This is an optimization exercise on Yosys and OpenROAD, whose aim is a short achievable clock period and few clock cycles, not a production implementation. The RTL was checked by simulation tests, not by an equivalence proof against the original design. No activity file was given, so power comes from the tool's default toggle rates.

**design/flow/design.v**
```verilog
module day3_pack_sequencer #(
    parameter int unsigned NUM_UNITS      = 4,
    parameter int unsigned MAX_PACK       = 128,
    parameter int unsigned RESULT_LATENCY = 8
) (
    input  logic                      clock,
    input  logic                      reset,
    input  logic                      in_valid,
    input  logic [7:0]                in_data,
    input  logic                      in_eof,
    output logic                      in_ready,
    output logic                      init,
    output logic                      stream_en,
    output logic [4*NUM_UNITS-1:0]    next_battery,
    output logic [8*NUM_UNITS-1:0]    battery_pack_size,
    output logic                      batch_done,
    output logic                      finished,
    output logic                      overflow
);
    localparam int unsigned LW = (NUM_UNITS > 1) ? $clog2(NUM_UNITS) : 1;
    localparam int unsigned GS = 8;                   
    localparam int unsigned NG = MAX_PACK / GS;       
    localparam int unsigned DW = $clog2(RESULT_LATENCY + 1);
    logic                  in_ready_q;
    logic [7:0]            cnt_q;         
    logic [LW-1:0]         lane_q;
    logic                  eof_q;
    logic                  overflow_q;
    logic                  tk, is_dig, is_lf, full, nz;
    logic                  wr, close_now, bc_now;
    logic [7:0]            cnt_after;
    logic [NUM_UNITS-1:0]  we1_q;
    logic [3:0]            val1_q;
    logic                  close1_q;
    logic [LW-1:0]         lane1_q;
    logic [7:0]            size1_q;
    logic                  bc1_q;
    logic                  pend_q, pend_d;
    logic                  idle_q, idle_d;
    logic                  start;
    assign tk        = in_valid & in_ready_q;
    assign is_dig    = (in_data[7:4] == 4'h3) && (in_data[3:0] <= 4'd9);
    assign is_lf     = (in_data == 8'h0A);
    assign full      = (cnt_q == 8'(MAX_PACK));
    assign nz        = (cnt_q != 8'd0);
    assign wr        = tk & is_dig & ~full;
    assign cnt_after = wr ? cnt_q + 8'd1 : cnt_q;
    assign close_now = tk & ((is_lf & nz) | (in_eof & (nz | is_dig)));
    assign bc_now    = tk & ((close_now & (lane_q == LW'(NUM_UNITS - 1))) |
                             (in_eof & ((lane_q != '0) | close_now)));
    logic safe_next, eof_next;
    assign safe_next = bc_now ? (idle_d & ~pend_d) : (~pend_d | idle_d);
    assign eof_next  = eof_q | (tk & in_eof);
    always_ff @(posedge clock or posedge reset) begin
        if (reset) begin
            in_ready_q <= 1'b0;
            cnt_q      <= '0;
            lane_q     <= '0;
            eof_q      <= 1'b0;
            overflow_q <= 1'b0;
            we1_q      <= '0;
            val1_q     <= '0;
            close1_q   <= 1'b0;
            lane1_q    <= '0;
            size1_q    <= '0;
            bc1_q      <= 1'b0;
        end else begin
            in_ready_q <= ~eof_next & safe_next;
            cnt_q      <= close_now ? 8'd0 : cnt_after;
            if (bc_now)         lane_q <= '0;
            else if (close_now) lane_q <= lane_q + LW'(1);
            eof_q      <= eof_next;
            overflow_q <= overflow_q | (tk & is_dig & full);
            for (int l = 0; l < NUM_UNITS; l++) we1_q[l] <= wr & (lane_q == LW'(l));
            val1_q     <= in_data[3:0];
            close1_q   <= close_now;
            lane1_q    <= lane_q;
            size1_q    <= cnt_after;
            bc1_q      <= bc_now;
        end
    end
    logic [MAX_PACK-1:0]               wptr_q;      
    logic [NUM_UNITS-1:0][7:0]         fill_q;      
    logic [NUM_UNITS-1:0][7:0]         merged;
    logic [NUM_UNITS-1:0][7:0]         pend_size_q;
    logic [NUM_UNITS-1:0][MAX_PACK-1:0][3:0] mem_q;
    always_comb begin
        for (int l = 0; l < NUM_UNITS; l++)
            merged[l] = (close1_q && lane1_q == LW'(l)) ? size1_q : fill_q[l];
    end
    always_ff @(posedge clock or posedge reset) begin
        if (reset) begin
            wptr_q      <= MAX_PACK'(1);
            fill_q      <= '0;
            pend_size_q <= '0;
        end else begin
            if (close1_q)       wptr_q <= MAX_PACK'(1);
            else if (|we1_q)    wptr_q <= {wptr_q[MAX_PACK-2:0], 1'b0};
            if (bc1_q)          fill_q <= '0;
            else                fill_q <= merged;
            if (bc1_q && !(start && !pend_q)) pend_size_q <= merged;
        end
    end
    always_ff @(posedge clock) begin
        for (int l = 0; l < NUM_UNITS; l++)
            for (int i = 0; i < MAX_PACK; i++)
                if (we1_q[l] && wptr_q[i]) mem_q[l][i] <= val1_q;
    end
    localparam logic [1:0] S_IDLE   = 2'd0;
    localparam logic [1:0] S_STREAM = 2'd1;
    localparam logic [1:0] S_DRAIN  = 2'd2;
    logic [1:0]                        st_q;
    logic [DW-1:0]                     dcnt_q;
    logic [NUM_UNITS-1:0][7:0]         rem_q;
    logic [MAX_PACK-1:0]               rptr_q;      
    logic [NUM_UNITS-1:0]              act;
    logic                              any_act;
    logic [NUM_UNITS-1:0][NG-1:0][3:0] rda_q;
    logic                              va_q, vb_q;
    logic [NUM_UNITS-1:0]              ma_q, mb_q;
    logic [NUM_UNITS-1:0][3:0]         rdb_q;
    logic                              init_q, stream_en_q, batch_done_q, finished_q;
    logic [NUM_UNITS-1:0][3:0]         nb_q;
    logic [NUM_UNITS-1:0][7:0]         pack_size_q;
    logic                              last_done, fin_set;
    always_comb begin
        for (int l = 0; l < NUM_UNITS; l++) act[l] = (rem_q[l] != 8'd0);
    end
    assign any_act   = |act;
    assign start     = idle_q & (pend_q | bc1_q);
    assign last_done = (st_q == S_DRAIN) && (dcnt_q == DW'(RESULT_LATENCY));
    assign idle_d    = (idle_q & ~start) | last_done;
    assign pend_d    = pend_q ? (~start | bc1_q) : (bc1_q & ~start);
    assign fin_set   = eof_q & ~pend_q & ~bc1_q & (idle_q | last_done);
    always_ff @(posedge clock or posedge reset) begin
        if (reset) begin
            st_q         <= S_IDLE;
            idle_q       <= 1'b1;
            pend_q       <= 1'b0;
            dcnt_q       <= '0;
            rem_q        <= '0;
            rptr_q       <= MAX_PACK'(1);
            va_q         <= 1'b0;
            vb_q         <= 1'b0;
            ma_q         <= '0;
            mb_q         <= '0;
            init_q       <= 1'b0;
            stream_en_q  <= 1'b0;
            batch_done_q <= 1'b0;
            finished_q   <= 1'b0;
            nb_q         <= '0;
            pack_size_q  <= '0;
        end else begin
            idle_q       <= idle_d;
            pend_q       <= pend_d;
            init_q       <= start;
            batch_done_q <= last_done;
            finished_q   <= finished_q | fin_set;
            va_q         <= 1'b0;
            ma_q         <= '0;
            if (start) begin
                st_q        <= S_STREAM;
                rem_q       <= pend_q ? pend_size_q : merged;
                pack_size_q <= pend_q ? pend_size_q : merged;
                rptr_q      <= MAX_PACK'(1);
            end else if (st_q == S_STREAM) begin
                rptr_q <= {rptr_q[MAX_PACK-2:0], 1'b0};
                for (int l = 0; l < NUM_UNITS; l++) rem_q[l] <= rem_q[l] - 8'(act[l]);
                va_q   <= any_act;
                ma_q   <= act;
                if (!any_act) begin
                    st_q   <= S_DRAIN;
                    dcnt_q <= '0;
                end
            end else if (st_q == S_DRAIN) begin
                dcnt_q <= dcnt_q + DW'(1);
                if (last_done) st_q <= S_IDLE;
            end
            vb_q        <= va_q;
            mb_q        <= ma_q;
            stream_en_q <= vb_q;
            for (int l = 0; l < NUM_UNITS; l++)
                nb_q[l] <= (vb_q && mb_q[l]) ? rdb_q[l] : 4'd0;
        end
    end
    logic [NUM_UNITS-1:0][NG-1:0][3:0] rda_d;
    logic [NUM_UNITS-1:0][3:0]         rdb_d;
    always_comb begin
        for (int l = 0; l < NUM_UNITS; l++) begin
            rdb_d[l] = '0;
            for (int g = 0; g < NG; g++) begin
                rda_d[l][g] = '0;
                for (int j = 0; j < GS; j++)
                    rda_d[l][g] = rda_d[l][g] | (mem_q[l][g*GS+j] & {4{rptr_q[g*GS+j]}});
                rdb_d[l] = rdb_d[l] | rda_q[l][g];
            end
        end
    end
    always_ff @(posedge clock) begin
        rda_q <= rda_d;
        rdb_q <= rdb_d;
    end
    assign in_ready          = in_ready_q;
    assign init              = init_q;
    assign stream_en         = stream_en_q;
    assign next_battery      = nb_q;
    assign battery_pack_size = pack_size_q;
    assign batch_done        = batch_done_q;
    assign finished          = finished_q;
    assign overflow          = overflow_q;
endmodule
```
**design/flow/run.sh**
```bash
#!/bin/bash
# synth_recipe.tcl (not shown) runs the flow's synth.tcl, then flattens the netlist and writes it again
# the make line also repeats each setting of config.mk as NAME=value (left out here)
make -C /OpenROAD-flow-scripts/flow DESIGN_CONFIG=/design/flow/config.mk WORK_HOME=/design/flow/orfs CLKGATE_MAP_FILE= SYNTH_SCRIPT=/design/flow/synth_recipe.tcl finish
```
**design/flow/config.mk**
```make
export PLATFORM = sky130hd
export DESIGN_NAME = day3_pack_sequencer
export DESIGN_NICKNAME = day3_pack_sequencer
export VERILOG_FILES = /design/flow/design.v
export SDC_FILE = /design/flow/constraint.sdc
export NUM_CORES = 4
export LEC_CHECK = 0
export CAP_MARGIN = 20
export CORE_MARGIN = 2
export CORE_UTILIZATION = 50
export PLACE_DENSITY = 0.65
export SLEW_MARGIN = 20
```
**design/flow/constraint.sdc**
```tcl
create_clock -name core_clock -period 6.0 [get_ports {clock}]
set_input_delay 1.2000 -clock core_clock [delete_from_list [all_inputs] [get_ports {clock}]]
set_output_delay 1.2000 -clock core_clock [all_outputs]
set_load 0.01 [all_outputs]
```
==> flow_summary.json, run 1 <==
{
  "grtUsageTotal": 0.2377,
  "period_minus_slack_ns": 3.347,
  "dpl.hpwl_um": 147200,
  "ys_seq_elements": 2775,
  "crit_path_top_delay_cell": "clkdlybuf4s50_1",
  "start_kind": "flip-flop",
  "htreeDepth": 5,
  "path_delay_family": "buffers and inverters",
  "crit_required_ns": 4.80,
  "fin_nets": 6297,
  "fp-row-count": 164,
  "grt_max_degree": 179,
  "yosysTopAreaCell": "edfxtp_1",
  "cts_tree": "yes",
  "ant_nets": 0,
  "ys.flop_type": "edfxtp_1",
  "p_total_mw": 38.85,
  "cts_sinks": 2775,
  "die_w_um": 451.5,
  "hp-class": "flip-flop to flip-flop",
  "grt_pass1_vias": 55360,
  "worstHoldPathCells": 0,
  "start_util": 0.5020,
  "io_buffers": 65,
  "worst-r2r-cell-count": 5,
  "clockBufferDepth": 4,
  "synth_area_um2": 100100,
  "crit_cells": 1,
  "met2WireLength_um": 116700,
  "syn2layout_area_growth_pct": 12.40,
  "core_um2": 199500,
  "period_share": 0.5578,
  "synth_edf_count": 2048,
  "dr_wl_met3_um": 15450,
  "fillers": 15310,
  "p_leak_nw": 38.38,
  "crit_start": "nb_q[6]",
  "highest_layer": "met5",
  "grt.overflow.total": 0,
  "slew_viol_final": 0,
  "endpoint_kind": "primary output",
  "synth_area_leaders": "edfxtp_1, dfrtp_1, a22oi_1, dfxtp_1, and2_1",
  "worstPathArrival_ns": 2.15,
  "totalWireLength_um": 244300,
  "numCtsBuffers": 295,
  "skew_ns": 0.05348,
  "async_flop_share": 0.1640,
  "cts_resized": 0,
  "maxCapViolCount": 0,
  "clkLatencyLatePin_ns": 0.95,
  "cp_max_fo": 1,
  "critPathBufInv": 1,
  "hold_viol": 0,
  "hold_slack_ns": 0.3520,
  "yosysUniqueCellTypes": 61,
  "final_cells": 9151,
  "r2r_start": "close1_q",
  "crit_chain": "clkdlybuf4s50_1",
  "setup_viol": 0,
  "grt_pass1_wl_um": 365100,
  "dieHeight_um": 451.5,
  "relSlewSlack": 0.1685,
  "holdCritStartpoint": "ma_q[0]",
  "synthesis.nets": 6294,
  "fin_ws_ns": 2.653,
  "synth_warnings": 1,
  "drc": 0,
  "synth_top_area_frac": 0.6142,
  "p_per_area_nw_per_um2": 345.3,
  "max_freq_mhz": 298.8,
  "drt_iter0_drc": 6081,
  "routed_via_density": 6.046,
  "drive_above_1_share": 0.08273,
  "vias": 55320,
  "post-place-ws_ns": 2.900,
  "wl_per_cell_um": 26.70,
  "cts-root-buf": "clkbuf_16",
  "tightest_slew_ns": 1.236,
  "syn_area_per_cell_um2": 15.98,
  "die_area_um2": 203800,
  "ios": 66,
  "slowest_delay_ns": 0.63,
  "outcome": "timing/DRC/antenna clean",
  "dpl.cell_count": 8625,
  "ir_drop_mv": 0.3023,
  "synthCells": 6264,
  "path_class": "flip-flop to primary output",
  "postCtsSetupBuffers": 0,
  "clk_pin_slew_worst_paths_ns": 0.06,
  "dr.pass1.iters": 7,
  "antenna_found_initial": 12,
  "wl_met1_um": 105300,
  "gp_congestion": 0.8481,
  "ys_seq_area_frac": 0.7824,
  "rsz0062_at_grt": "false",
  "ctsHoldBuffers": 0
}
stage by stage:
step / util / area, um2 / setup TNS [ns]
5_1_grt: 0.5642 / 112500 / 0
2_1_floorplan: - / 100100 / -3583.88
3_3_place_gp: 0.5174 / 103200 / 0
4_1_cts: 0.5642 / 112500 / 0
3_5_place_dp: 0.5175 / 103200 / 0
6_report: 0.5642 / 112500 / 0
layout by cell type, fill, tap and decap left out, types with 65 or more instances in the layout:
| cell type | count |
|---|---|
| nor2_1 | 198 |
| dfxtp_1 | 272 |
| nand2b_1 | 130 |
| dfrtp_1 | 443 |
| a22oi_1 | 1025 |
| clkdlybuf4s50_1 | 65 |
| o21ai_0 | 163 |
| mux2i_1 | 178 |
| and2_1 | 513 |
| clkbuf_16 | 304 |
| clkbuf_1 | 74 |
| nand4_1 | 276 |
| nand2_1 | 239 |
| edfxtp_1 | 2048 |
path summary, 6_finish.rpt:
| path | to | slack, ns |
|---|---|---|
| max in group asynchronous | wptr_q[75] | 4.02 |
| worst min-delay path | mb_q[0] | 0.35 |
| worst max-delay path | next_battery[6] | 2.65 |
| min in group asynchronous | pack_size_q[13] | 0.76 |
| worst min register to register | mb_q[0] | 0.35 |
| worst max register to register | wptr_q[37] | 3.10 |
synth_stat cells (18+ instances only):
library cell and count:
edfxtp_1 2048, a22oi_1 1025, and2_1 513, dfrtp_1 452
clkbuf_1 314, nand4_1 276, dfxtp_1 272, nand2_1 239
nor2_1 199, mux2i_1 178, o21ai_0 164, nand2b_1 130
nor4_1 69, buf_1 57, o21ai_1 53, buf_2 43
a21o_1 36, and3_1 24, inv_1 24, ha_1 18
area by class of cell:
class                      count  area (um2)  area share
antenna                        4       10.01  0.00008894
clock buffer                 422        8491     0.07545
clock inverter                99       824.5    0.007327
inverter                      25       105.1   0.0009339
multi-input combinational   3040       20110      0.1787
sequential                  2775       78370      0.6964
tap                         2656        3323     0.02953
timing repair buffer         130        1311     0.01165
worst register-to-register path: stages, from the launching register on:
cell and delay [ns]:
dfrtp_4 0.95, buf_4 0.83, nor2_4 0.19, buf_12 0.22, nand2_1 0.47, o21ai_1 0.09
report_power, final:
group / total [mW] / internal (mW) / switching, mW
Combinational: 0.627 / 0.134 / 0.493
Clock: 17.5 / 10.3 / 7.23
Sequential: 20.7 / 20.6 / 0.0773
registers in the layout (all words and copies together), names as in the netlist, 4 cells and up:
name,flops
mem_q,2048
rda_q,256
rptr_q,128
wptr_q,128
fill_q,32
pack_size_q,32
pend_size_q,32
rem_q,32
nb_q,16
rdb_q,16
cnt_q,8
size1_q,8
dcnt_q,4
ma_q,4
mb_q,4
val1_q,4
we1_q,4
routing by layer:
metal | GRT usage | vias up
li1 | - | 24270
met1 | 0.3432 | 28640
met2 | 0.3770 | 2023
met3 | 0.03390 | 379
met4 | 0.07353 | 8
met5 | 0 | -
kinds of logic (layout without fill, tap and decap cells):
logic type,after synthesis,in the layout,share of synthesized area
xor gates and xnor gates,22,22,0.001924
DFF,2775,2775,0.7824
muxes,182,182,0.01824
buffers and inverters,449,676,0.01796
AOI/OAI and AO/OA,1320,1320,0.09351
adders and majority gates,18,18,0.002249
and+or+nand+nor,1498,1498,0.08374
other,0,4,0
Testbench counts, summed over its fixed seeds: cycles 33,399.
==> run 2, diff against run 1 <==
--- a/design/flow/config.mk
+++ b/design/flow/config.mk
@@ -11,2 +11,3 @@
 export PLACE_DENSITY = 0.65
+export SETUP_SLACK_MARGIN = 3.5
 export SLEW_MARGIN = 20
==> run 2 against run 1 <==
  * Clock-buffer cell count unchanged
  * Synthesized cell count did not move
  * Global-route usage increased by 0.31 points
  * Still clean
  * Setup slack gained 0.56 ns
  * Final cell count rose by 0.38%
  * Register-to-register slack better by 0.42 ns
  * Die area unchanged
  * Sequential share of layout area down 0.10 points
  * Flip-flop and latch count unchanged
==> flow_summary.json, run 2 <==
{
  "totalWireLength_um": 248100,
  "start_kind": "flip-flop",
  "yosysUniqueCellTypes": 61,
  "cts_sinks": 2775,
  "slowest_delay_ns": 0.50,
  "grt_pass1_vias": 55630,
  "ir_drop_mv": 0.3029,
  "reg_top3": "mem_q: 2048 flops, rda_q: 256 flops",
  "worstPathArrival_ns": 1.59,
  "htreeDepth": 5,
  "synth_xor_xnor_area_share": 0.001924,
  "io_buffers": 65,
  "slew_viol_final": 0,
  "ios": 66,
  "synth_compound_area_frac": 0.09351,
  "r2r_start": "we1_q[0]",
  "relSlewSlack": 0.1854,
  "ys_seq_area_frac": 0.7824,
  "crit_path_top_delay_cell": "dfrtp_2",
  "yosysTopAreaCell": "edfxtp_1",
  "synth_top_area_frac": 0.6142,
  "crit_chain": "buf_6",
  "vias": 55800,
  "synthTopCellsByCount": "edfxtp_1, a22oi_1, and2_1",
  "drt_iter0_drc": 6096,
  "p_per_area_nw_per_um2": 344.8,
  "final_cell_mix": "edfxtp_1, a22oi_1, and2_1",
  "grtUsageTotal": 0.2408,
  "max_freq_mhz": 358.6,
  "synth.most_common_cell": "edfxtp_1",
  "maxCapViolCount": 0,
  "hp-class": "flip-flop to flip-flop",
  "rsz0062_at_grt": "true",
  "synthSimpleGateAreaFrac": 0.08374,
  "fillers": 15310,
  "ant_nets": 0,
  "ys.flop_type": "edfxtp_1",
  "grt_pass1_wl_um": 368100,
  "start_util": 0.5020,
  "syn_area_per_cell_um2": 15.98,
  "fin_ws_ns": 3.211,
  "synth_top_family_by_area": "compound AO/OA/AOI/OAI gates",
  "post-place-ws_ns": 2.900,
  "dieHeight_um": 451.5,
  "grt.overflow.total": 0,
  "crit_start": "nb_q[6]",
  "p_leak_nw": 38.73,
  "endpoint_kind": "primary output",
  "period_minus_slack_ns": 2.789,
  "path_delay_family": "flip-flops",
  "synth_warnings": 1,
  "synth_area_leaders": "edfxtp_1, dfrtp_1, a22oi_1, dfxtp_1, and2_1",
  "synth_fa_ha_area_frac": 0.002249,
  "skew_ns": 0.05159,
  "ctsHoldBuffers": 0,
  "synthCells": 6264,
  "drive_above_1_share": 0.09712,
  "drc": 0,
  "core_um2": 199500,
  "hold_slack_ns": 0.3548,
  "final_common_cell": "edfxtp_1",
  "setup_viol": 0,
  "wl_per_cell_um": 27.01,
  "numCtsBuffers": 295,
  "largest_register": "mem_q",
  "antenna_found_initial": 10,
  "clockBufferDepth": 4,
  "holdCritStartpoint": "ma_q[0]",
  "hold_viol": 0,
  "fin_nets": 6334,
  "path_class": "flip-flop to primary output",
  "grt_max_degree": 179,
  "synth_edf_count": 2048,
  "finalSetupTns_ns": 0,
  "die_area_um2": 203800,
  "clkLatencyLatePin_ns": 0.94,
  "critPathBufInv": 1,
  "syn2layout_area_growth_pct": 12.58,
  "cp_max_fo": 1,
  "synth_area_um2": 100100,
  "routed_via_density": 6.074,
  "dr.pass1.iters": 8,
  "dpl.hpwl_um": 147200,
  "largest_reg_flops": 2048,
  "fp-row-count": 164,
  "clk_pin_slew_worst_paths_ns": 0.06,
  "synthesis.nets": 6294,
  "cts_tree": "yes",
  "die_w_um": 451.5,
  "period_share": 0.4648,
  "muxShareOfSynthArea": 0.01824,
  "gp_congestion": 0.8481,
  "ys_seq_elements": 2775,
  "outcome": "timing/DRC/antenna clean",
  "async_flop_share": 0.1640,
  "crit_required_ns": 4.80,
  "tightest_slew_ns": 1.211,
  "cts-root-buf": "clkbuf_16"
}
-- run 2: changes by cell type in the layout (fill, tap and decap cells not counted), sizes merged --
| cell | change |
|---|---|
| diode | -2 |
| clkdlybuf4s50 | -54 |
| buf | +91 |
-- run 2: worst paths after layout --
check | end | slack, ns | cells after the start
max | next_battery[6] | 3.21 | 1
min | mb_q[0] | 0.35 | 0
max reg2reg | mem_q[292] | 3.52 | 2
min reg2reg | mb_q[0] | 0.35 | 0
max in group asynchronous | wptr_q[75] | 4.02 | 3
min in group asynchronous | pack_size_q[14] | 0.76 | 2
-- run 2: cell type report --
cell class	count	area [um2]	share of cell area
clock inverters	99	824.5	0.007315
multi-input cells	3040	20110	0.1784
well taps	2656	3323	0.02948
inverters	25	105.1	0.0009324
clock buffers	422	8491	0.07533
repair buffers	167	1486	0.01319
diodes	2	5.005	0.00004440
flip-flops and latches	2775	78380	0.6953
-- run 2: cells by family (layout without fill, tap and decap cells) --
family / count (synthesis) / in the layout
adder cells (fa/ha/maj): 18 / 18
flip-flops: 2775 / 2775
AND/OR/NAND/NOR: 1498 / 1498
other: 0 / 2
AO/OA/AOI/OAI: 1320 / 1320
XOR/XNOR: 22 / 22
buffers and inverters: 449 / 713
multiplexers: 182 / 182
-- run 2: power breakdown --
group	internal, mW	total [mW]	switching [mW]	leakage, nW
registers	20.6	20.7	0.0765	26.9
clock network	10.3	17.5	7.24	4.57
logic	0.136	0.634	0.498	7.26
total	31.1	38.9	7.81	38.7
-- run 2: per-layer routing --
| metal | vias to the layer above | part of all wire | global-route usage |
|---|---|---|---|
| met5 | - | 0.000052 | 0 |
| met4 | 2 | 0.031 | 0.08006 |
| met3 | 412 | 0.072 | 0.03966 |
| li1 | 24340 | - | - |
| met1 | 28760 | 0.42 | 0.3445 |
| met2 | 2284 | 0.47 | 0.3789 |
-- run 2: stage by stage --
stage          instance area [um2]  std cells  utilization  power [mW]
2_1_floorplan               100100       6264            -       21.54
3_3_place_gp                103200       8625       0.5174       21.73
3_5_place_dp                103200       8625       0.5175       21.76
4_1_cts                     112600       9170       0.5645       39.11
5_1_grt                     112700       9185       0.5651       39.86
6_report                    112700       9186       0.5651       38.86
-- run 2: repair_timing --
| item | CTS | global route |
|---|---|---|
| cloned | 1 | 0 |
| pin swaps | 0 | 2 |
| endpoints found under the hold margin | 0 | 0 |
| setup endpoints to repair | 496 | 145 |
| gates resized for setup | 237 | 4 |
| setup buffers | 23 | 13 |
==> run 3, diff against run 2 <==
==> design/flow/flow/run.sh (new file) <==
#!/bin/bash
# Standard layout, except that the resizer may change a cell's footprint
# (so flip-flops and port buffers can be upsized when repairing setup).
set -euo pipefail
cd "$(dirname "$0")/.."
bash standard.sh synth > synth.log 2>&1
bash standard.sh MATCH_CELL_FOOTPRINT=0 finish > layout.log 2>&1
==> design/flow/standard.sh (new file) <==
#!/bin/bash
# synth_recipe.tcl (not shown) runs the flow's synth.tcl, then flattens the netlist and writes it again
# the make line also repeats each setting of config.mk as NAME=value (left out here)
make -C /OpenROAD-flow-scripts/flow DESIGN_CONFIG=/design/flow/config.mk WORK_HOME=/design/flow/orfs CLKGATE_MAP_FILE= SYNTH_SCRIPT=/design/flow/synth_recipe.tcl "${@:-finish}"
--- a/design/flow/config.mk
+++ b/design/flow/config.mk
@@ -9,4 +9,4 @@
 export CORE_MARGIN = 2
-export CORE_UTILIZATION = 50
-export PLACE_DENSITY = 0.65
+export CORE_UTILIZATION = 70
+export PLACE_DENSITY = 0.8
 export SETUP_SLACK_MARGIN = 3.5
removed: design/flow/run.sh
==> run 3 against run 2 <==
  * Largest cell class unchanged
  * Area after synthesis unchanged
  * Critical path depth stayed put
  * Maximum frequency grew 4.8%
  * Sequential share of layout area is 1.0 points higher
  * Non-clock buffer count decreased by 22
  * Synthesized cell count is the same
==> flow_summary.json, run 3 <==
{
  "syn2layout_area_growth_pct": 10.93,
  "ant_nets": 0,
  "ys_seq_area_frac": 0.7824,
  "crit_chain": "buf_6",
  "synth_area_um2": 100100,
  "grtUsageTotal": 0.3381,
  "skew_ns": 0.03954,
  "fin_ws_ns": 3.340,
  "period_minus_slack_ns": 2.660,
  "cts-root-buf": "clkbuf_16",
  "wl_per_cell_um": 29.35,
  "critPathBufInv": 1,
  "htreeDepth": 5,
  "drive_above_1_share": 0.08782,
  "antenna_found_initial": 11,
  "maxCapViolCount": 0,
  "post-place-ws_ns": 2.823,
  "synth_warnings": 1,
  "ctsHoldBuffers": 0,
  "ys_seq_elements": 2775,
  "endpoint_kind": "primary output",
  "synth.most_common_cell": "edfxtp_1",
  "yosysUniqueCellTypes": 61,
  "die_w_um": 382.2,
  "fp-row-count": 138,
  "ios": 66,
  "rsz0062_at_grt": "true",
  "io_buffers": 65,
  "start_util": 0.7063,
  "totalWireLength_um": 245500,
  "reg_top3": "mem_q: 2048 flops, rda_q: 256 flops",
  "clkLatencyLatePin_ns": 0.91,
  "cp_max_fo": 2,
  "synthTopCellsByCount": "edfxtp_1, a22oi_1, and2_1",
  "largest_reg_flops": 2048,
  "final_common_cell": "edfxtp_1",
  "path_delay_family": "flip-flops",
  "drc": 0,
  "ys.flop_type": "edfxtp_1",
  "worst-r2r-cell-count": 3,
  "grt.overflow.total": 0,
  "use_met3": 0.06648,
  "grt_util_met2": 0.5361,
  "cts_sinks": 2775,
  "async_flop_share": 0.1640,
  "drt_iter0_drc": 8032,
  "hp-class": "flip-flop to flip-flop",
  "slowest_delay_ns": 0.45,
  "syn_area_per_cell_um2": 15.98,
  "worstPathArrival_ns": 1.46,
  "gp_congestion": 0.8775,
  "cts_tree": "yes",
  "p_per_area_nw_per_um2": 344.6,
  "clk_pin_slew_worst_paths_ns": 0.06,
  "grt_use_met1": 0.4746,
  "largest_register": "mem_q",
  "hold_viol": 0,
  "synth_edf_count": 2048,
  "fin_nets": 6295,
  "gr-max-usage-layer": "met2",
  "slew_viol_final": 0,
  "synth_area_leaders": "edfxtp_1, dfrtp_1, a22oi_1, dfxtp_1, and2_1",
  "die_area_um2": 146100,
  "relSlewSlack": 0.1585,
  "crit_cells": 1,
  "p_leak_nw": 38.34,
  "worstHoldPathCells": 0,
  "start_kind": "flip-flop",
  "synthesis.nets": 6294,
  "outcome": "timing/DRC/antenna clean",
  "max_freq_mhz": 375.9,
  "final_cell_mix": "edfxtp_1, a22oi_1, and2_1",
  "vias": 57930,
  "routed_via_density": 6.927,
  "dieHeight_um": 382.2,
  "grt_pass1_wl_um": 367500,
  "crit_path_top_delay_cell": "dfrtp_2",
  "dpl.hpwl_um": 139400,
  "yosysTopAreaCell": "edfxtp_1",
  "core_um2": 141800,
  "path_class": "flip-flop to primary output",
  "grt_max_degree": 192,
  "dr.pass1.iters": 8,
  "numCtsBuffers": 278,
  "final_util": 0.7835,
  "clockBufferDepth": 4,
  "setup_viol": 0,
  "final_area_um2": 111100,
  "crit_required_ns": 4.80,
  "grt_pass1_vias": 57510,
  "synthCells": 6264,
  "synth_top_area_frac": 0.6142,
  "dpl_cell_area_um2": 102200,
  "ir_drop_mv": 0.4347,
  "period_share": 0.4434,
  "fillers": 7251,
  "p_total_mw": 38.27,
  "tightest_slew_ns": 1.251
}
-- run 3: cell counts after synthesis --
Identical to the previous run, type by type.
-- run 3: final timing paths --
kind                                  from               endpoint  slack [ns]
max in group asynchronous            reset             rptr_q[45]        3.76
setup reg to reg                  we1_q[2]            mem_q[1185]        3.56
min in group asynchronous            reset            wptr_q[111]        0.89
hold / removal                        va_q                   vb_q        0.35
hold reg to reg                       va_q                   vb_q        0.35
setup / recovery           pack_size_q[30]  battery_pack_size[30]        3.34
-- run 3: final cells by class --
class	count	area, um2	area share
diodes	4	10.01	0.00009012
clock buffers	402	8015	0.07217
clock inverters	81	843.3	0.007593
inverters	25	113.9	0.001025
multi-input cells	3040	20050	0.1805
flip-flops and latches	2775	78370	0.7056
well taps	1890	2365	0.02129
repair buffers	145	1300	0.01170
-- run 3: layer usage --
layer | wire length, um | up-vias
met1 | 90260 | 29250
li1 | - | 24190
met4 | 9815 | 16
met5 | 106 | -
met3 | 26920 | 637
met2 | 118400 | 3838
-- run 3: report_power, final --
group / total, mW / switching, mW / internal (mW)
Combinational: 0.622 / 0.487 / 0.136
Clock: 16.9 / 6.95 / 9.99
Sequential: 20.7 / 0.0700 / 20.6
Total: 38.3 / 7.51 / 30.8
-- run 3: timing repair --
action                     4_1_cts  5_1_grt
gates resized for setup        134       11
setup endpoints to repair      456      267
pin swaps                        0        1
buffers inserted                 8        9
gates cloned                     1        0
-- run 3: stage by stage --
step / cells / TNS, ns / hold slack (ns)
finish: 8362 / 0 / 0.3530
global route: 8358 / 0 / 0.3624
detailed placement: 7857 / 0 / 0.3435
floorplan: 6264 / -3583.88 / 0.3312
CTS: 8349 / 0 / 0.3571
global placement: 7856 / 0 / 0.3341
-- run 3: kinds of logic (layout without fill, tap and decap cells) --
group	count (synthesis)	count (layout)	synth area share
other	0	4	0
XOR/XNOR	22	22	0.001924
buffers and inverters	449	653	0.01796
AO/OA/AOI/OAI	1320	1320	0.09351
AND/OR/NAND/NOR	1498	1498	0.08374
flip-flops	2775	2775	0.7824
multiplexers	182	182	0.01824
adder cells (fa/ha/maj)	18	18	0.002249
==> run 4, diff against run 3 <==
--- a/design/flow/config.mk
+++ b/design/flow/config.mk
@@ -10,2 +10,4 @@
 export CORE_UTILIZATION = 70
+export CTS_CLUSTER_DIAMETER = 60
+export CTS_CLUSTER_SIZE = 30
 export PLACE_DENSITY = 0.8
==> run 4 against run 3 <==
  * Still clean
  * Clock skew decreased by 0.012 ns
  * Sequential share of layout area rose by 2.5 points
  * Design area is 3.4% lower
  * Wire length fell by 5.0%
  * Sequential power barely moved
  * Die area is the same
  * Critical path depth is the same
  * Clock power shrank 31%
  * Global-route usage fell by 1.8 points
  * Register-to-register slack got worse by 0.03 ns
  * Worst hold slack better by 0.0015 ns
  * Core utilization decreased by 2.7 points
  * Critical endpoint is now battery_pack_size[8]
  * Highest routed layer unchanged
==> flow_summary.json, run 4 <==
{
  "outcome": "timing/DRC/antenna clean",
  "final_cell_mix": "edfxtp_1, a22oi_1, and2_1",
  "core_um2": 141800,
  "crit_path_top_delay_cell": "dfrtp_1",
  "synth_edf_count": 2048,
  "finalSetupTns_ns": 0,
  "timing.rr.end": "wptr_q[71]",
  "synth_area_um2": 100100,
  "p_leak_nw": 36.49,
  "drive_above_1_share": 0.06880,
  "seq_power_share": 0.628,
  "endpoint_kind": "primary output",
  "period_share": 0.4336,
  "critPathBufInv": 1,
  "post-place-ws_ns": 2.823,
  "async_flop_share": 0.1640,
  "power_frac_clock": 0.353,
  "yosysUniqueCellTypes": 61,
  "ff2ff_setup_slack_ns": 3.53,
  "worst-r2r-cell-count": 5,
  "totalWireLength_um": 233200,
  "seq_area_um2": 78370,
  "fp-row-count": 138,
  "cts_sinks": 2775,
  "final_cells": 8146,
  "cp_max_fo": 2,
  "antenna_found_initial": 13,
  "syn2layout_area_growth_pct": 7.175,
  "final_area_um2": 107300,
  "vias": 56040,
  "start_kind": "flip-flop",
  "synth_xor_xnor_area_share": 0.001924,
  "gp_congestion": 0.8775,
  "comb_power_share": 0.019,
  "hold_viol": 0,
  "cts-root-buf": "clkbuf_16",
  "ant_nets": 0,
  "rsz0062_at_grt": "true",
  "multi_input_area_um2": 20050,
  "path_class": "flip-flop to primary output",
  "r2r_start": "we1_q[1]",
  "grt_max_degree": 192,
  "synth_area_leaders": "edfxtp_1, dfrtp_1, a22oi_1, dfxtp_1, and2_1",
  "synth_top_area_frac": 0.6142,
  "cts_tree": "yes",
  "hp-class": "flip-flop to flip-flop",
  "largest_register": "mem_q",
  "ys.flop_type": "edfxtp_1",
  "crit_required_ns": 4.80,
  "ctsHoldBuffers": 0,
  "largest_reg_flops": 2048,
  "worstHoldPathCells": 0,
  "start_util": 0.7063,
  "fin_ws_ns": 3.399,
  "final_common_cell": "edfxtp_1",
  "synthTopCellsByCount": "edfxtp_1, a22oi_1, and2_1",
  "max_freq_mhz": 384.4,
  "slew_viol_final": 0,
  "routed_via_density": 6.879,
  "synthesis.nets": 6294,
  "grtUsageTotal": 0.3204,
  "reg_top3": "mem_q: 2048 flops, rda_q: 256 flops",
  "intPower_mw": 26.05,
  "synth.most_common_cell": "edfxtp_1",
  "die_w_um": 382.2,
  "ir_drop_mv": 0.3118,
  "synth_compound_area_frac": 0.09351,
  "dieHeight_um": 382.2,
  "muxShareOfSynthArea": 0.01824,
  "grt_pass1_wl_um": 348400,
  "fin_nets": 6161,
  "p_per_area_nw_per_um2": 306.8,
  "min_to": "vb_q",
  "ys_seq_elements": 2775,
  "holdCritStartpoint": "va_q",
  "worstPathArrival_ns": 1.40,
  "clk_pin_slew_worst_paths_ns": 0.09,
  "grt.overflow.total": 0,
  "htreeDepth": 4,
  "setup_viol": 0,
  "synth_top_family_by_area": "compound AO/OA/AOI/OAI gates",
  "drc": 0,
  "period_minus_slack_ns": 2.601,
  "clockBufferDepth": 3,
  "synthCells": 6264,
  "die_area_um2": 146100,
  "wl_per_cell_um": 28.62,
  "ys_seq_area_frac": 0.7824,
  "clkLatencyLatePin_ns": 0.82,
  "switching_share": 0.2087,
  "crit_chain": "clkbuf_2",
  "synth_warnings": 1,
  "numCtsBuffers": 140,
  "p_total_mw": 32.92,
  "power_switching_mw": 6.869,
  "ios": 66,
  "dpl.cell_count": 7857,
  "relSlewSlack": 0.1877,
  "maxCapViolCount": 0,
  "grt_pass1_vias": 54470,
  "drt_iter0_drc": 7259,
  "slowest_delay_ns": 0.44,
  "synthSimpleGateAreaFrac": 0.08374,
  "io_buffers": 65,
  "dpl_cell_area_um2": 102200,
  "dpl.hpwl_um": 139400,
  "tightest_slew_ns": 1.207,
  "skew_ns": 0.02759,
  "yosysTopAreaCell": "edfxtp_1",
  "synth_fa_ha_area_frac": 0.002249,
  "syn_area_per_cell_um2": 15.98,
  "path_delay_family": "flip-flops",
  "fillers": 7924,
  "dr.pass1.iters": 8
}
-- run 4: cell counts after synthesis --
No cell type changed its count.
-- run 4: how the worst max path moves through the flow --
stage	start	to	slack, ns	cells past startpoint
3_3_place_gp	reset	close1_q	2.88	3
3_5_place_dp	bc1_q	rptr_q[75]	2.82	6
2_1_floorplan	val1_q[0]	mem_q[0]	-1.45	0
6_report	pack_size_q[8]	battery_pack_size[8]	3.40	1
4_1_cts	pack_size_q[30]	battery_pack_size[30]	3.35	1
5_1_grt	pack_size_q[8]	battery_pack_size[8]	3.35	1
-- run 4: layout make-up --
| type | instances | share of cell area |
|---|---|---|
| antenna | 6 | 0.0001399 |
| clock buffer | 162 | 0.03609 |
| clock inverter | 99 | 0.01115 |
| inverter | 25 | 0.001061 |
| multi-input combinational | 3040 | 0.1868 |
| sequential | 2775 | 0.7303 |
| tap | 1890 | 0.02204 |
| timing repair buffer | 149 | 0.01236 |
-- run 4: power groups by stage --
stage          logic, mW  registers, mW  clock network (mW)
2_1_floorplan      0.276           21.3                   0
3_3_place_gp       0.593           21.1                   0
3_5_place_dp       0.606           21.1                   0
4_1_cts            0.618           20.7                11.7
5_1_grt            0.681           20.7                12.3
6_report           0.615           20.7                11.6
-- run 4: what timing repair did --
action                     4_1_cts  5_1_grt
setup buffers                    9       11
setup endpoints to repair      422      437
resized for setup              132        9
gates cloned                     1        1
hold endpoints to repair         0        0
pin swaps                        0        1
-- run 4: logic make-up (layout without fill, tap and decap cells) --
kind of cell    count (synthesis)  count (layout)
mux                           182             182
other cells                     0               6
simple gates                 1498            1498
xor+xnor                       22              22
fa+ha+maj                      18              18
buf+inv                       449             435
flops                        2775            2775
compound gates               1320            1320
-- run 4: metal layers --
layer  track usage  up-vias  routed length (um)
met1        0.4637    28330               89200
met5             0        -                  53
met2        0.5075     3400              111300
met4        0.1028        8                8032
met3       0.05522      454               24590
li1              -    23850                   -
-- run 4: per-stage QoR --
| step | util | hold WS [ns] |
|---|---|---|
| finish | 0.7570 | 0.3545 |
| global route | 0.7569 | 0.3585 |
| CTS | 0.7557 | 0.3548 |
| detailed placement | 0.7207 | 0.3435 |
| global placement | 0.7206 | 0.3341 |
| floorplan | - | 0.3312 |
==> run 5, diff against run 4 <==
--- a/design/flow/design.v
+++ b/design/flow/design.v
@@ -20,4 +20,4 @@
     localparam int unsigned LW = (NUM_UNITS > 1) ? $clog2(NUM_UNITS) : 1;
-    localparam int unsigned GS = 8;                   
-    localparam int unsigned NG = MAX_PACK / GS;       
+    localparam int unsigned LO = 16;                  
+    localparam int unsigned HI = MAX_PACK / LO;       
     localparam int unsigned DW = $clog2(RESULT_LATENCY + 1);
@@ -81,3 +81,4 @@
     end
-    logic [MAX_PACK-1:0]               wptr_q;      
+    logic [LO-1:0]                     wlo_q;       
+    logic [HI-1:0]                     whi_q;       
     logic [NUM_UNITS-1:0][7:0]         fill_q;      
@@ -92,3 +93,4 @@
         if (reset) begin
-            wptr_q      <= MAX_PACK'(1);
+            wlo_q       <= LO'(1);
+            whi_q       <= HI'(1);
             fill_q      <= '0;
@@ -96,4 +98,9 @@
         end else begin
-            if (close1_q)       wptr_q <= MAX_PACK'(1);
-            else if (|we1_q)    wptr_q <= {wptr_q[MAX_PACK-2:0], 1'b0};
+            if (close1_q) begin
+                wlo_q <= LO'(1);
+                whi_q <= HI'(1);
+            end else if (|we1_q) begin
+                wlo_q <= {wlo_q[LO-2:0], wlo_q[LO-1]};
+                if (wlo_q[LO-1]) whi_q <= {whi_q[HI-2:0], 1'b0};
+            end
             if (bc1_q)          fill_q <= '0;
@@ -106,3 +113,3 @@
             for (int i = 0; i < MAX_PACK; i++)
-                if (we1_q[l] && wptr_q[i]) mem_q[l][i] <= val1_q;
+                if (we1_q[l] && whi_q[i/LO] && wlo_q[i%LO]) mem_q[l][i] <= val1_q;
     end
@@ -114,6 +121,7 @@
     logic [NUM_UNITS-1:0][7:0]         rem_q;
-    logic [MAX_PACK-1:0]               rptr_q;      
+    logic [LO-1:0]                     rlo_q;       
+    logic [HI-1:0]                     rhi_q, rhia_q;  
     logic [NUM_UNITS-1:0]              act;
     logic                              any_act;
-    logic [NUM_UNITS-1:0][NG-1:0][3:0] rda_q;
+    logic [NUM_UNITS-1:0][HI-1:0][3:0] rda_q;
     logic                              va_q, vb_q;
@@ -141,3 +149,5 @@
             rem_q        <= '0;
-            rptr_q       <= MAX_PACK'(1);
+            rlo_q        <= LO'(1);
+            rhi_q        <= HI'(1);
+            rhia_q       <= '0;
             va_q         <= 1'b0;
@@ -156,2 +166,3 @@
             init_q       <= start;
+            pack_size_q  <= pend_q ? pend_size_q : merged;
             batch_done_q <= last_done;
@@ -163,6 +174,7 @@
                 rem_q       <= pend_q ? pend_size_q : merged;
-                pack_size_q <= pend_q ? pend_size_q : merged;
-                rptr_q      <= MAX_PACK'(1);
+                rlo_q       <= LO'(1);
+                rhi_q       <= HI'(1);
             end else if (st_q == S_STREAM) begin
-                rptr_q <= {rptr_q[MAX_PACK-2:0], 1'b0};
+                rlo_q <= {rlo_q[LO-2:0], rlo_q[LO-1]};
+                if (rlo_q[LO-1]) rhi_q <= {rhi_q[HI-2:0], 1'b0};
                 for (int l = 0; l < NUM_UNITS; l++) rem_q[l] <= rem_q[l] - 8'(act[l]);
@@ -178,2 +190,3 @@
             end
+            rhia_q      <= rhi_q;
             vb_q        <= va_q;
@@ -185,3 +198,3 @@
     end
-    logic [NUM_UNITS-1:0][NG-1:0][3:0] rda_d;
+    logic [NUM_UNITS-1:0][HI-1:0][3:0] rda_d;
     logic [NUM_UNITS-1:0][3:0]         rdb_d;
@@ -190,7 +203,7 @@
             rdb_d[l] = '0;
-            for (int g = 0; g < NG; g++) begin
+            for (int g = 0; g < HI; g++) begin
                 rda_d[l][g] = '0;
-                for (int j = 0; j < GS; j++)
-                    rda_d[l][g] = rda_d[l][g] | (mem_q[l][g*GS+j] & {4{rptr_q[g*GS+j]}});
-                rdb_d[l] = rdb_d[l] | rda_q[l][g];
+                for (int j = 0; j < LO; j++)
+                    rda_d[l][g] = rda_d[l][g] | (mem_q[l][g*LO+j] & {4{rlo_q[j]}});
+                rdb_d[l] = rdb_d[l] | (rda_q[l][g] & {4{rhia_q[g]}});
             end
--- a/design/flow/config.mk
+++ b/design/flow/config.mk
@@ -13,3 +13,3 @@
 export PLACE_DENSITY = 0.8
-export SETUP_SLACK_MARGIN = 3.5
+export SETUP_SLACK_MARGIN = 4.0
 export SLEW_MARGIN = 20
==> run 5 against run 4 <==
  * Core utilization rose by 2.1 points
  * Area after synthesis fell by 10%
  * Sequential power fell by about 10%
  * Largest cell class unchanged
  * Register-to-register slack improved by 0.33 ns
  * Highest routed layer unchanged
  * Global-route usage rose by 6.8 points
==> flow_summary.json, run 5 <==
{
  "dpl.hpwl_um": 124700,
  "vias": 54720,
  "switching_share": 0.2150,
  "seq_power_share": 0.612,
  "timing.rr.end": "rda_q[21]",
  "drive_above_1_share": 0.1235,
  "ys_seq_area_frac": 0.7870,
  "crit_path_top_delay_cell": "dfrtp_1",
  "ios": 66,
  "ir_drop_mv": 0.3697,
  "cts_tree": "yes",
  "yosysUniqueCellTypes": 57,
  "period_minus_slack_ns": 2.632,
  "async_flop_share": 0.1042,
  "totalWireLength_um": 259000,
  "slowest_delay_ns": 0.46,
  "core_um2": 127500,
  "crit_cells": 1,
  "start_util": 0.7052,
  "setup_viol": 0,
  "cts-root-buf": "clkbuf_16",
  "clkLatencyLatePin_ns": 0.81,
  "routed_via_density": 7.816,
  "power_switching_mw": 6.543,
  "comb_power_share": 0.023,
  "io_buffers": 65,
  "period_share": 0.4387,
  "rsz0062_at_grt": "true",
  "outcome": "timing/DRC/antenna clean",
  "synth_area_um2": 89920,
  "reg_top3": "mem_q: 2048 flops, rda_q: 128 flops",
  "final_cell_mix": "edfxtp_1, and3_1, a22o_1",
  "numCtsBuffers": 140,
  "grt_max_degree": 241,
  "slew_viol_final": 0,
  "drt_iter0_drc": 9293,
  "relSlewSlack": 0.1205,
  "yosysTopAreaCell": "edfxtp_1",
  "crit_path_end": "next_battery[9]",
  "path_delay_family": "flip-flops",
  "syn2layout_area_growth_pct": 10.34,
  "hold_viol": 0,
  "worst-r2r-cell-count": 4,
  "synthCells": 5248,
  "fp-row-count": 131,
  "syn_area_per_cell_um2": 17.13,
  "final_util": 0.7781,
  "ys.flop_type": "edfxtp_1",
  "grt_pass1_wl_um": 364800,
  "grtUsageTotal": 0.3880,
  "die_w_um": 362.4,
  "die_area_um2": 131300,
  "endpoint_kind": "primary output",
  "ff2ff_setup_slack_ns": 3.86,
  "grt_pass1_vias": 52710,
  "p_leak_nw": 35.03,
  "synth_edf_count": 2048,
  "intPower_mw": 23.88,
  "power_frac_clock": 0.365,
  "finalSetupTns_ns": 0,
  "clk_pin_slew_worst_paths_ns": 0.09,
  "largest_register": "mem_q",
  "synth.most_common_cell": "edfxtp_1",
  "cp_max_fo": 1,
  "worstPathArrival_ns": 1.43,
  "fillers": 6466,
  "synthTopCellsByCount": "edfxtp_1, and3_1, a22o_1",
  "tightest_slew_ns": 1.319,
  "synth_top_area_frac": 0.6839,
  "cts_sinks": 2447,
  "maxCapViolCount": 0,
  "htreeDepth": 4,
  "start_kind": "flip-flop",
  "ant_nets": 0,
  "synthesis.nets": 5278,
  "crit_required_ns": 4.80,
  "p_per_area_nw_per_um2": 306.6,
  "path_class": "flip-flop to primary output",
  "critPathBufInv": 1,
  "dr.pass1.iters": 7,
  "r2r_start": "rlo_q[10]",
  "clockBufferDepth": 3,
  "grt.overflow.total": 0,
  "fin_nets": 5233,
  "gp_congestion": 0.8406,
  "p_total_mw": 30.42,
  "max_freq_mhz": 379.9,
  "hp-class": "flip-flop to flip-flop",
  "synth_warnings": 1,
  "drc": 0,
  "crit_chain": "clkbuf_2",
  "antenna_found_initial": 18,
  "largest_reg_flops": 2048,
  "crit_start": "nb_q[9]",
  "skew_ns": 0.03639,
  "final_common_cell": "edfxtp_1",
  "wl_per_cell_um": 37.00,
  "ys_seq_elements": 2447,
  "dieHeight_um": 362.4,
  "synth_area_leaders": "edfxtp_1, dfrtp_1, a22o_1, a221oi_1, and3_1"
}
## run 5: power groups by stage
stage | Clock [mW] | Combinational, mW | Sequential (mW)
3_3_place_gp | 0 | 0.539 | 19.0
5_1_grt | 11.6 | 0.731 | 18.6
6_report | 11.1 | 0.707 | 18.6
4_1_cts | 11.0 | 0.649 | 18.6
3_5_place_dp | 0 | 0.554 | 19.0
2_1_floorplan | 0 | 0.272 | 19.0
## run 5: kinds of logic after synthesis
logic type | Yosys count | share of synthesized area
flops | 2447 | 0.7870
simple gates | 940 | 0.06139
buf+inv | 496 | 0.02094
fa+ha+maj | 18 | 0.002505
xor+xnor | 26 | 0.002532
mux | 110 | 0.01261
compound gates | 1211 | 0.1130
## run 5: worst min path at each step
stage	slack, ns	start	to	cells after the start
after floorplan	0.33	ma_q[0]	mb_q[0]	0
after global placement	0.33	va_q	vb_q	0
after detailed placement	0.34	ma_q[3]	mb_q[3]	0
after CTS	0.36	va_q	vb_q	0
after global routing	0.37	va_q	vb_q	0
final	0.36	va_q	vb_q	0
## run 5: metal layers
layer / wire length (um) / up-vias / part of all wire / track usage
li1: - / 21430 / - / -
met1: 86310 / 27430 / 0.33 / 0.5295
met2: 119100 / 5033 / 0.46 / 0.5814
met3: 40200 / 816 / 0.16 / 0.1100
met4: 13340 / 10 / 0.052 / 0.1976
met5: 64 / - / 0.00025 / 0
## run 5: timing repair
action	CTS	global route
hold buffers	0	0
gates cloned	4	5
setup buffers	59	38
gates resized for setup	274	104
endpoints found under the hold margin	0	0
pin swaps	15	24
setup endpoints to repair	2844	830
## run 5: layout make-up
class	count	area (um2)	share of cell area
antenna	26	65.06	0.0006557
clock buffer	160	3726	0.03755
clock inverter	92	1236	0.01246
inverter	55	217.7	0.002194
multi-input combinational	2305	17870	0.1801
sequential	2447	70940	0.7149
tap	1662	2079	0.02096
timing repair buffer	254	3088	0.03112
## run 5: per-stage QoR
| step | hold slack [ns] | cell area [um2] | cells | setup WS [ns] |
|---|---|---|---|---|
| after global placement | 0.3338 | 91920 | 6617 | 2.497 |
| after CTS | 0.3574 | 98240 | 6932 | 3.343 |
| after floorplan | 0.3312 | 89930 | 5248 | 1.162 |
| final | 0.3628 | 99220 | 7001 | 3.368 |
| after global routing | 0.3709 | 99180 | 6983 | 3.357 |
| after detailed placement | 0.3355 | 91930 | 6617 | 2.386 |
Testbench counts of run 5, summed over its fixed seeds: cycles 33,399.
==> run 6, diff against run 5 <==
--- a/design/flow/design.v
+++ b/design/flow/design.v
@@ -35,3 +35,4 @@
     logic [LW-1:0]         lane1_q;
-    logic [7:0]            size1_q;
+    logic [7:0]            cnt1_q;        
+    logic                  wr1_q;         
     logic                  bc1_q;
@@ -64,3 +65,4 @@
             lane1_q    <= '0;
-            size1_q    <= '0;
+            cnt1_q     <= '0;
+            wr1_q      <= 1'b0;
             bc1_q      <= 1'b0;
@@ -77,3 +79,4 @@
             lane1_q    <= lane_q;
-            size1_q    <= cnt_after;
+            cnt1_q     <= cnt_q;
+            wr1_q      <= wr;
             bc1_q      <= bc_now;
@@ -87,5 +90,7 @@
     logic [NUM_UNITS-1:0][MAX_PACK-1:0][3:0] mem_q;
+    logic [7:0] size1;
+    assign size1 = cnt1_q + 8'(wr1_q);
     always_comb begin
         for (int l = 0; l < NUM_UNITS; l++)
-            merged[l] = (close1_q && lane1_q == LW'(l)) ? size1_q : fill_q[l];
+            merged[l] = (close1_q && lane1_q == LW'(l)) ? size1 : fill_q[l];
     end
@@ -121,4 +126,4 @@
     logic [NUM_UNITS-1:0][7:0]         rem_q;
-    logic [LO-1:0]                     rlo_q;       
-    logic [HI-1:0]                     rhi_q, rhia_q;  
+    logic [NUM_UNITS-1:0][LO-1:0]      rlo_q;
+    logic [NUM_UNITS-1:0][HI-1:0]      rhi_q, rhia_q;
     logic [NUM_UNITS-1:0]              act;
@@ -149,4 +154,4 @@
             rem_q        <= '0;
-            rlo_q        <= LO'(1);
-            rhi_q        <= HI'(1);
+            rlo_q        <= {NUM_UNITS{LO'(1)}};
+            rhi_q        <= {NUM_UNITS{HI'(1)}};
             rhia_q       <= '0;
@@ -174,7 +179,11 @@
                 rem_q       <= pend_q ? pend_size_q : merged;
-                rlo_q       <= LO'(1);
-                rhi_q       <= HI'(1);
+                rlo_q       <= {NUM_UNITS{LO'(1)}};
+                rhi_q       <= {NUM_UNITS{HI'(1)}};
             end else if (st_q == S_STREAM) begin
-                rlo_q <= {rlo_q[LO-2:0], rlo_q[LO-1]};
-                if (rlo_q[LO-1]) rhi_q <= {rhi_q[HI-2:0], 1'b0};
+                for (int l = 0; l < NUM_UNITS; l++) begin
+                    if (act[l]) begin
+                        rlo_q[l] <= {rlo_q[l][LO-2:0], rlo_q[l][LO-1]};
+                        if (rlo_q[l][LO-1]) rhi_q[l] <= {rhi_q[l][HI-2:0], 1'b0};
+                    end
+                end
                 for (int l = 0; l < NUM_UNITS; l++) rem_q[l] <= rem_q[l] - 8'(act[l]);
@@ -206,4 +215,4 @@
                 for (int j = 0; j < LO; j++)
-                    rda_d[l][g] = rda_d[l][g] | (mem_q[l][g*LO+j] & {4{rlo_q[j]}});
-                rdb_d[l] = rdb_d[l] | (rda_q[l][g] & {4{rhia_q[g]}});
+                    rda_d[l][g] = rda_d[l][g] | (mem_q[l][g*LO+j] & {4{rlo_q[l][j]}});
+                rdb_d[l] = rdb_d[l] | (rda_q[l][g] & {4{rhia_q[l][g]}});
             end
==> design/flow/run.sh (new file) <==
#!/bin/bash
# synth_recipe.tcl (not shown) runs the flow's synth.tcl, then flattens the netlist and writes it again
# the make line also repeats each setting of config.mk as NAME=value (left out here)
make -C /OpenROAD-flow-scripts/flow DESIGN_CONFIG=/design/flow/config.mk WORK_HOME=/design/flow/orfs CLKGATE_MAP_FILE= SYNTH_SCRIPT=/design/flow/synth_recipe.tcl finish
removed: design/flow/flow/run.sh
removed: design/flow/standard.sh
==> run 6 against run 5 <==
  * Highest routed layer unchanged
  * Wire length decreased by 5.7%
  * Register-to-register slack better by 0.08 ns
  * Sequential share of layout area is 0.39 points higher
  * Clock skew grew 0.010 ns
  * Worst hold slack worse by 0.0065 ns
  * Clock power hardly changed
  * Still clean
  * Critical path depth stayed put
  * Core utilization fell by 1.2 points
  * Critical endpoint is now next_battery[10]
  * Via count increased by 1.5%
  * Clock-buffer cell count is 9 lower
  * Sequential power increased by 4%
  * Largest power group unchanged
==> flow_summary.json, run 6 <==
{
  "timing.rr.end": "mem_q[618]",
  "final_cells": 7324,
  "largest_reg_flops": 2048,
  "min_to": "mb_q[1]",
  "cts_tree": "yes",
  "core_um2": 133100,
  "max_freq_mhz": 380.6,
  "drt_iter0_drc": 8690,
  "p_per_area_nw_per_um2": 306.1,
  "outcome": "timing/DRC/antenna clean",
  "drc": 0,
  "slew_viol_final": 0,
  "totalWireLength_um": 244200,
  "fp-row-count": 134,
  "vias": 55510,
  "yosysTopAreaCell": "edfxtp_1",
  "ios": 66,
  "ff2ff_setup_slack_ns": 3.94,
  "largest_register": "mem_q",
  "path_class": "flip-flop to primary output",
  "antenna_found_initial": 19,
  "cp_max_fo": 1,
  "hold_slack_ns": 0.3563,
  "syn_area_per_cell_um2": 16.99,
  "cts_sinks": 2544,
  "die_w_um": 369.8,
  "grt.overflow.total": 0,
  "skew_ns": 0.04652,
  "final_common_cell": "edfxtp_1",
  "start_util": 0.7036,
  "ant_nets": 0,
  "dpl.hpwl_um": 132300,
  "crit_required_ns": 4.80,
  "synth_area_um2": 93660,
  "p_leak_nw": 36.19,
  "crit_chain": "buf_2",
  "dr.pass1.iters": 5,
  "die_area_um2": 136700,
  "maxCapViolCount": 0,
  "clockBufferDepth": 3,
  "final_util": 0.7666,
  "dpl_cell_area_um2": 95700,
  "dpl.cell_count": 6974,
  "holdCritStartpoint": "ma_q[1]",
  "period_share": 0.4380,
  "grt_pass1_vias": 53740,
  "grt_pass1_wl_um": 352900,
  "syn2layout_area_growth_pct": 8.956,
  "numCtsBuffers": 138,
  "ys.flop_type": "edfxtp_1",
  "gp_congestion": 0.8768,
  "synth_warnings": 1,
  "wl_per_cell_um": 33.34,
  "tightest_slew_ns": 1.245,
  "rsz0062_at_grt": "true",
  "clk_pin_slew_worst_paths_ns": 0.11,
  "synth_area_leaders": "edfxtp_1, dfrtp_1, a22o_1, a221oi_1, and3_1",
  "crit_path_top_delay_cell": "dfrtp_1",
  "critPathBufInv": 1,
  "drive_above_1_share": 0.1208,
  "worstPathArrival_ns": 1.43,
  "reg_top3": "mem_q: 2048 flops, rda_q: 128 flops, rlo_q: 64 flops",
  "hold_viol": 0,
  "ys_seq_elements": 2544,
  "fin_nets": 5451,
  "ir_drop_mv": 0.3187,
  "routed_via_density": 7.580,
  "setup_viol": 0,
  "synthCells": 5511,
  "worstHoldPathCells": 0,
  "synth_edf_count": 2048,
  "io_buffers": 65,
  "final_cell_mix": "edfxtp_1, a22o_1, and3_1",
  "synth.most_common_cell": "edfxtp_1",
  "grtUsageTotal": 0.3533,
  "path_delay_family": "flip-flops",
  "p_total_mw": 31.23,
  "r2r_start": "wlo_q[10]",
  "start_kind": "flip-flop",
  "slowest_delay_ns": 0.43,
  "synthesis.nets": 5543,
  "synthTopCellsByCount": "edfxtp_1, a22o_1, and3_1",
  "clkLatencyLatePin_ns": 0.83,
  "yosysUniqueCellTypes": 74,
  "relSlewSlack": 0.1699,
  "worst-r2r-cell-count": 2,
  "synth_top_area_frac": 0.6566,
  "hp-class": "flip-flop to flip-flop",
  "endpoint_kind": "primary output",
  "grt_max_degree": 221,
  "dieHeight_um": 369.8,
  "period_minus_slack_ns": 2.628,
  "ys_seq_area_frac": 0.7816,
  "htreeDepth": 4,
  "cts-root-buf": "clkbuf_16",
  "async_flop_share": 0.1384,
  "final_area_um2": 102000
}
## run 6: cell types whose count changed in the layout (fill, tap and decap cells not counted), sizes merged, moves of 21 or more
| cell | delta |
|---|---|
| o21ai | +23 |
| a32o | +28 |
| nand2 | +21 |
| a22o | +59 |
| mux2 | -21 |
| dfrtp | +91 |
| mux2i | -53 |
| clkbuf | -55 |
| buf | +37 |
## run 6: worst max-delay path by stage
| stage | startpoint | slack (ns) | end | cells past startpoint |
|---|---|---|---|---|
| detailed placement | in_data[3] | 2.89 | lane_q[1] | 5 |
| global placement | in_data[3] | 2.47 | cnt_q[4] | 5 |
| global route | nb_q[15] | 3.36 | next_battery[15] | 1 |
| CTS | nb_q[10] | 3.34 | next_battery[10] | 1 |
| finish | nb_q[10] | 3.37 | next_battery[10] | 1 |
| floorplan | reset | -0.30 | val1_q[0] | 1 |
## run 6: timing repair
item | 4_1_cts | 5_1_grt
pin swaps | 15 | 17
gates resized for setup | 320 | 89
gates cloned | 4 | 5
buffers inserted | 43 | 21
hold buffers | 0 | 0
endpoints found under the setup margin | 2236 | 1267
## run 6: area by class of cell
type | count | area (um2)
sequential | 2544 | 73350
timing repair buffer | 245 | 2497
tap | 1768 | 2212
inverter | 32 | 140.1
clock buffer | 151 | 3672
antenna | 27 | 67.56
multi-input combinational | 2457 | 18860
timing repair inverter | 1 | 5.005
clock inverter | 99 | 1237
fill | 7002 | 31080
## run 6: metal layers
metal / GRT usage / part of all wire
met1: 0.4959 / 0.35
met2: 0.5564 / 0.48
met3: 0.06679 / 0.13
met4: 0.1468 / 0.041
met5: 0 / 0.000053
## run 6: per-stage QoR
| step | worst slack (ns) | setup TNS, ns |
|---|---|---|
| finish | 3.372 | 0 |
| global route | 3.363 | 0 |
| CTS | 3.339 | 0 |
| detailed placement | 2.894 | 0 |
| global placement | 2.470 | 0 |
| floorplan | -0.3017 | -1.207 |
## run 6: cell families (layout without fill, tap and decap cells)
group / count (synthesis) / count (layout) / share of synthesized area
buffers and inverters: 513 / 528 / 0.02131
AOI/OAI and AO/OA: 1384 / 1387 / 0.1252
adders and majority gates: 21 / 21 / 0.002779
muxes: 36 / 36 / 0.003914
other: 0 / 27 / 0
and+or+nand+nor: 988 / 988 / 0.06288
DFF: 2544 / 2544 / 0.7816
xor gates and xnor gates: 25 / 25 / 0.002338
## run 6: where the power goes
group	internal (mW)	switching (mW)
clock network	5.06	5.99
registers	19.1	0.156
logic	0.208	0.684
Testbench counts of run 6, summed over its fixed seeds: cycles 33,399.

-- static timing again, ports no longer ideal --
No port has a modelled driver above. Below, the same layouts with a new extraction and two added sets of constraints. Step 1, drivers: a clkbuf_16 drives clock and a buf_2 each remaining input, both assumed. Step 2, shift: input delay + t, output delay - t, t = (earliest + latest rising clock arrival at the registers) / 2. This alone moves slack from input paths to output paths. Three values: ideal ports, drivers, drivers and shift; two values: the first two.
run	t, ns	slack for setup (ns)	latest minus earliest clock arrival (ns)	worst data-port slew with drivers (ns)
run 1	1.012	2.653 / 2.560 / 2.854	0.065 / 0.065	0.04
run 2	1.009	3.211 / 3.117 / 2.858	0.062 / 0.062	0.04
run 3	0.953	3.340 / 3.267 / 2.757	0.055 / 0.055	0.05
run 4	0.879	3.399 / 3.322 / 2.785	0.033 / 0.033	0.05
run 5	0.880	3.368 / 3.281 / 3.202	0.041 / 0.040	0.05
run 6	0.889	3.372 / 3.292 / 3.202	0.055 / 0.055	0.03
After both steps setup and hold are still met in every run listed. For run 4, which loses most, drivers alone change the setup slack by -0.077 ns; drivers and shift together by -0.614 ns.
